From an optimization exercise on the open Yosys and OpenROAD flow, aimed at small area; shortcuts taken in it are not production practice. Only simulation tests tie the RTL to the original design; equivalence was not proved. Power and IR drop assume default switching activity.

## flow/design.v

```verilog
package rf_pkg;
    localparam int DATA_W_DEF = 32;
    localparam int ADDR_W_DEF = 5;
    localparam int ZERO_ADDR  = 0;
endpackage
import rf_pkg::*;
module rf_read_port
#(
    parameter int DATA_W   = DATA_W_DEF,
    parameter int ADDR_W   = ADDR_W_DEF,
    parameter int BYPASS   = 1,
    parameter int ZERO_REG = 1
) (
    input  logic                              rst_ni,
    input  logic [ADDR_W-1:0]                 addr_i,
    input  logic [(2**ADDR_W)-1:0][DATA_W-1:0] regs_i,
    input  logic [(2**ADDR_W)-1:0]            pend_i,
    input  logic                              we0_i,
    input  logic [ADDR_W-1:0]                 wa0_i,
    input  logic [DATA_W-1:0]                 wd0_i,
    input  logic                              we1_i,
    input  logic [ADDR_W-1:0]                 wa1_i,
    input  logic [DATA_W-1:0]                 wd1_i,
    input  logic                              pset_i,
    input  logic [ADDR_W-1:0]                 preg_i,
    output logic [DATA_W-1:0]                 data_o,
    output logic                              pend_o
);
    localparam logic [ADDR_W-1:0] ZA = ADDR_W'(ZERO_ADDR);
    always_comb begin
        data_o = regs_i[addr_i];
        pend_o = pend_i[addr_i];
        if (BYPASS != 0) begin
            if (we0_i && (wa0_i == addr_i)) begin
                data_o = wd0_i;
            end
            if (we1_i && (wa1_i == addr_i)) begin
                data_o = wd1_i;
                if (!(pset_i && (preg_i == addr_i))) begin
                    pend_o = 1'b0;
                end
            end
        end
        if ((ZERO_REG != 0) && (addr_i == ZA)) begin
            data_o = '0;
            pend_o = 1'b0;
        end
        if (!rst_ni) begin
            data_o = '0;
            pend_o = 1'b0;
        end
    end
endmodule
import rf_pkg::*;
module register_file_mp
#(
    parameter int DATA_W   = DATA_W_DEF,
    parameter int ADDR_W   = ADDR_W_DEF,
    parameter int NUM_READ = 2,
    parameter int BYPASS   = 1,
    parameter int ZERO_REG = 1
) (
    input  logic                         Clock,
    input  logic                         Reset_n,
    input  logic [NUM_READ*ADDR_W-1:0]   ReadRegister,
    output logic [NUM_READ*DATA_W-1:0]   ReadData,
    output logic [NUM_READ-1:0]          ReadPending,
    input  logic                         RegWrite0,
    input  logic [ADDR_W-1:0]            WriteRegister0,
    input  logic [DATA_W-1:0]            WriteData0,
    input  logic                         RegWrite1,
    input  logic [ADDR_W-1:0]            WriteRegister1,
    input  logic [DATA_W-1:0]            WriteData1,
    input  logic                         PendSet,
    input  logic [ADDR_W-1:0]            PendRegister
);
    localparam int DEPTH = 2 ** ADDR_W;
    localparam logic [ADDR_W-1:0] ZA = ADDR_W'(ZERO_ADDR);
    logic [DEPTH-1:0][DATA_W-1:0] regs_q, regs_d;
    logic [DEPTH-1:0]             pend_q, pend_d;
    always_comb begin
        regs_d = regs_q;
        pend_d = pend_q;
        if (RegWrite0) begin
            regs_d[WriteRegister0] = WriteData0;
        end
        if (RegWrite1) begin
            regs_d[WriteRegister1] = WriteData1;
            pend_d[WriteRegister1] = 1'b0;
        end
        if (PendSet) begin
            pend_d[PendRegister] = 1'b1;
        end
        if (ZERO_REG != 0) begin
            regs_d[ZA] = '0;
            pend_d[ZA] = 1'b0;
        end
    end
    always_ff @(posedge Clock or negedge Reset_n) begin
        if (!Reset_n) begin
            regs_q <= '0;
            pend_q <= '0;
        end else begin
            regs_q <= regs_d;
            pend_q <= pend_d;
        end
    end
    for (genvar k = 0; k < NUM_READ; k++) begin : g_rd
        rf_read_port #(
            .DATA_W   (DATA_W),
            .ADDR_W   (ADDR_W),
            .BYPASS   (BYPASS),
            .ZERO_REG (ZERO_REG)
        ) u_rd (
            .rst_ni (Reset_n),
            .addr_i (ReadRegister[k*ADDR_W +: ADDR_W]),
            .regs_i (regs_q),
            .pend_i (pend_q),
            .we0_i  (RegWrite0),
            .wa0_i  (WriteRegister0),
            .wd0_i  (WriteData0),
            .we1_i  (RegWrite1),
            .wa1_i  (WriteRegister1),
            .wd1_i  (WriteData1),
            .pset_i (PendSet),
            .preg_i (PendRegister),
            .data_o (ReadData[k*DATA_W +: DATA_W]),
            .pend_o (ReadPending[k])
        );
    end
endmodule
```

## flow/run.sh

```bash
#!/bin/bash
# synth_recipe.tcl (not shown) runs the flow's synth.tcl, then flattens the netlist and writes it again
# the make line also repeats each setting of config.mk as NAME=value (left out here)
make -C /OpenROAD-flow-scripts/flow DESIGN_CONFIG=/design/flow/config.mk WORK_HOME=/design/flow/orfs CLKGATE_MAP_FILE= SYNTH_SCRIPT=/design/flow/synth_recipe.tcl finish
```

## flow/config.mk

```make
export PLATFORM = sky130hd
export DESIGN_NAME = register_file_mp
export DESIGN_NICKNAME = register_file_mp
export VERILOG_FILES = /design/flow/design.v
export SDC_FILE = /design/flow/constraint.sdc
export NUM_CORES = 4
export LEC_CHECK = 0
export CAP_MARGIN = 20
export CORE_MARGIN = 2
export CORE_UTILIZATION = 40
export SLEW_MARGIN = 20
```

## flow/constraint.sdc

```tcl
create_clock -name core_clock -period 7.0 [get_ports {Clock}]
set_input_delay 1.4000 -clock core_clock [delete_from_list [all_inputs] [get_ports {Clock}]]
set_output_delay 1.4000 -clock core_clock [all_outputs]
set_load 0.01 [all_outputs]
```

==> reports/metrics.cfg <==
[layout]
syn2layout_area_growth_pct = 11.1
final_cell_area_sq_mm = 0.0759
layout_commonest_cell = nor2_1
final_cells = 9166
fill_cells = 15671
post_route_cells_drive_above_1_share_pct = 17.9
final_cell_mix = nor2_1, dfrtp_1, mux2i_1, a21oi_1, o21ai_0
nNetsFinal = 6945
post-route-util_pct = 44.8

[power]
ir_drop_mv = 0.246
switching_power_mw = 8.62
power.density_mw_per_mm2 = 325
leakagePower_nw = 29.5
p_int_mw = 16.0
p_clk_share_pct = 25.7
p_total_mw = 24.7
power_frac_seq_pct = 41.5
pwr-share-comb_pct = 32.8
netSwitchingFraction_pct = 34.9

[clock_network]
clkSlewWorstSetupHoldPaths_ps = 60
clock_tree.root_cell = clkbuf_16
clk-insertion-delay-late_ps = 750
postCtsSetupBuffers = 0
cts_resized = 0
cts_buffers = 115
cts_tree = done
cts.htree.levels = 3
clockBufferDepth = 3
clock-sinks = 1023
holdBufCountCts = 0

[die]
die_h_microns = 417
ios = 160
core_sq_mm = 0.169
die_area_sq_mm = 0.174
fp.dieW_microns = 417
initial_core_util_pct = 40.3
num_rows = 151

[global_route]
grt_max_degree = 193
antenna_found_initial = 22
grt_first_pass_wirelength_microns = 450000
grt_pass1_vias = 60020
grt-ovfl-total = 0
track_usage_pct = 35.4

[logic_synthesis]
seq_area_frac_synth_pct = 37.5
syn_area_sq_mm = 0.0683
syn-instance-count = 7139
synthFlopType = dfrtp_1
synth_edf_count = 0
synth_seq_cells = 1023
synth_fp_nets = 7240
synth_area_per_cell_sq_um = 9.57
synthArstFlopShare_pct = 100
ys_types = 79
ys_warn_count = 2

[route]
avgRoutedWirePerCell_microns = 34.6
top_layer_used = met5
routed_wl_microns = 317000
wl_met3_microns = 42600
dr_wl_met2_microns = 135000
ant_nets = 0
drc = 0
met1_length_microns = 112000
viasPerCell = 6.94
drtPass1Iterations = 9
vias = 63590
drt_iter0_markers = 10208

[timing]
relSlewSlack_pct = 14.1
fin_worst_skew_ps = 0
finalHoldViolCount = 0
rsz0062_at_grt = no
fmax_ghz = 0.145
setup_viol = 0
setup_ws_ps = 102
period_needed_ps = 6900
finalCritPeriodShare_pct = 98.5
slew_viol_final = 0
fin_hold_ws_ps = 533
setup_tns_ps = 0
tightest_slew_ps = 1290

[placement]
gp_congestion = 0.964
dpl_cell_area_sq_mm = 0.0720
dpl.hpwl_microns = 190000
place_inst = 8942
port_buffers = 159
pre_cts_slack_ps = 321

[setup_path]
ff2ff_setup_slack_ps = 6140
crit_path_end_kind = output port
arrival_ps = 5500
endpoint = ReadData[37]
path_class = in2out
r2r_start = regs_q[582]$_DFF_PN0_
crit_path_start = WriteRegister0[2]
cp_max_fo = 14
required_ps = 5600
r2r-end = regs_q[582]$_DFF_PN0_
start_kind = input port
rr_worst_depth = 3

[flow_run]
maxCapViolations = 0

[worst_hold_path]
hold_path_depth = 2
min_path_type = reg2reg

[outcome]
status = complete, no violations

## layer usage
metal	vias up	GRT usage [%]
li1	25772	-
met1	31236	43.6
met2	5155	51.7
met3	1399	12.0
met4	28	25.7
met5	-	0.250
## sequential cells by signal, summed over array words and instances (netlist names)
| signal | count |
|---|---|
| regs_q | 992 |
| pend_q | 31 |
## layout make-up
cell class	instances	area (sq um)	area share, %
Antenna cell	9	22.5	0.0297
Clock buffer	180	3500	4.61
Clock inverter	32	344	0.453
Inverter	40	151	0.199
Multi-Input combinational cell	5165	38800	51.2
Sequential cell	1023	25600	33.7
Tap cell	2218	2780	3.66
Timing Repair Buffer	499	4680	6.16
## how the worst min path moves through the flow
stage                    startpoint                   end  slack, ps
3_5_place_dp    pend_q[3]$_DFF_PN0_   pend_q[3]$_DFF_PN0_        520
5_1_grt        pend_q[15]$_DFF_PN0_  pend_q[15]$_DFF_PN0_        560
2_1_floorplan  pend_q[24]$_DFF_PN0_  pend_q[24]$_DFF_PN0_        480
3_3_place_gp   pend_q[17]$_DFF_PN0_  pend_q[17]$_DFF_PN0_        510
6_report        pend_q[3]$_DFF_PN0_   pend_q[3]$_DFF_PN0_        530
4_1_cts         pend_q[3]$_DFF_PN0_   pend_q[3]$_DFF_PN0_        530
## power by group through the flow
stage	Sequential, mW	Combinational, mW	Clock, mW
CTS	10.1	7.83	6.33
floorplan	9.48	5.81	0
global route	10.5	8.56	6.57
global placement	10.1	7.61	0
finish	10.2	8.08	6.35
detailed placement	10.2	7.81	0
## synthesized netlist by cell type, drive strengths merged (18+ instances only)
library cell	number	area, sq um
dfrtp	1023	25600
o22ai	69	432
nand2b	19	126
inv	38	143
o31a	26	228
a21oi	729	3670
a22oi	35	263
nor2b	21	131
o221ai	24	210
o32ai	24	210
nand3	447	2260
mux2	226	2540
xnor2	18	158
buf	375	2110
mux2i	727	7280
nor4	34	369
mux4	382	8600
nor3	70	399
clkbuf	536	2040
xor2	19	166
a2111oi	41	359
nand4	29	290
a221oi	53	464
nand2	109	409
o21ai	486	2430
nor2	1107	4170
a31oi	363	2270
o31ai	23	186
## cells by family after synthesis
logic type               count (synthesis)  share of synthesized area, %
AO/OA/AOI/OAI                         1911                          16.2
XOR/XNOR                                37                         0.474
adder cells (fa/ha/maj)                  7                         0.128
buffers and inverters                  951                          6.30
flip-flops                            1023                          37.5
multiplexers                          1335                          27.0
AND/OR/NAND/NOR                       1875                          12.4
## worst max-delay path, stage by stage
cell             delay, ps
clkdlybuf4s50_1        850
xnor2_1                120
nand4_1                200
or2_2                  320
nand2_1                420
buf_4                  380
o32ai_1               1050
clkdlybuf4s50_1        730

[re-timing with driven ports]
How much do the figures lean on ideal ports? The routed layout below was timed once more, with nothing changed but the port constraints. Step 1 sets driving cells, clkbuf_16 on the clock port and buf_2 on the other inputs (assumed; they add their load-dependent delay and slew). Step 2 adds t to the input delays and takes it off the output delays; t is the mean of the earliest and latest rising clock arrival at the registers after step 1. Input paths then give back, and output paths get back, about the clock's delay inside the block. Three values: no drivers, after step 1, after step 2; two values: the first two.
shift t [ns]: 0.845
setup WS [ns]: 0.102 / 0.078 / 0.078
slew at the worst register clock pin (ns): 0.07 / 0.07
worst data-port slew with drivers (ns): 0.12
After both steps setup and hold are still met in this run. For this run, drivers alone change the setup slack by -0.024 ns; drivers and shift together by -0.024 ns.
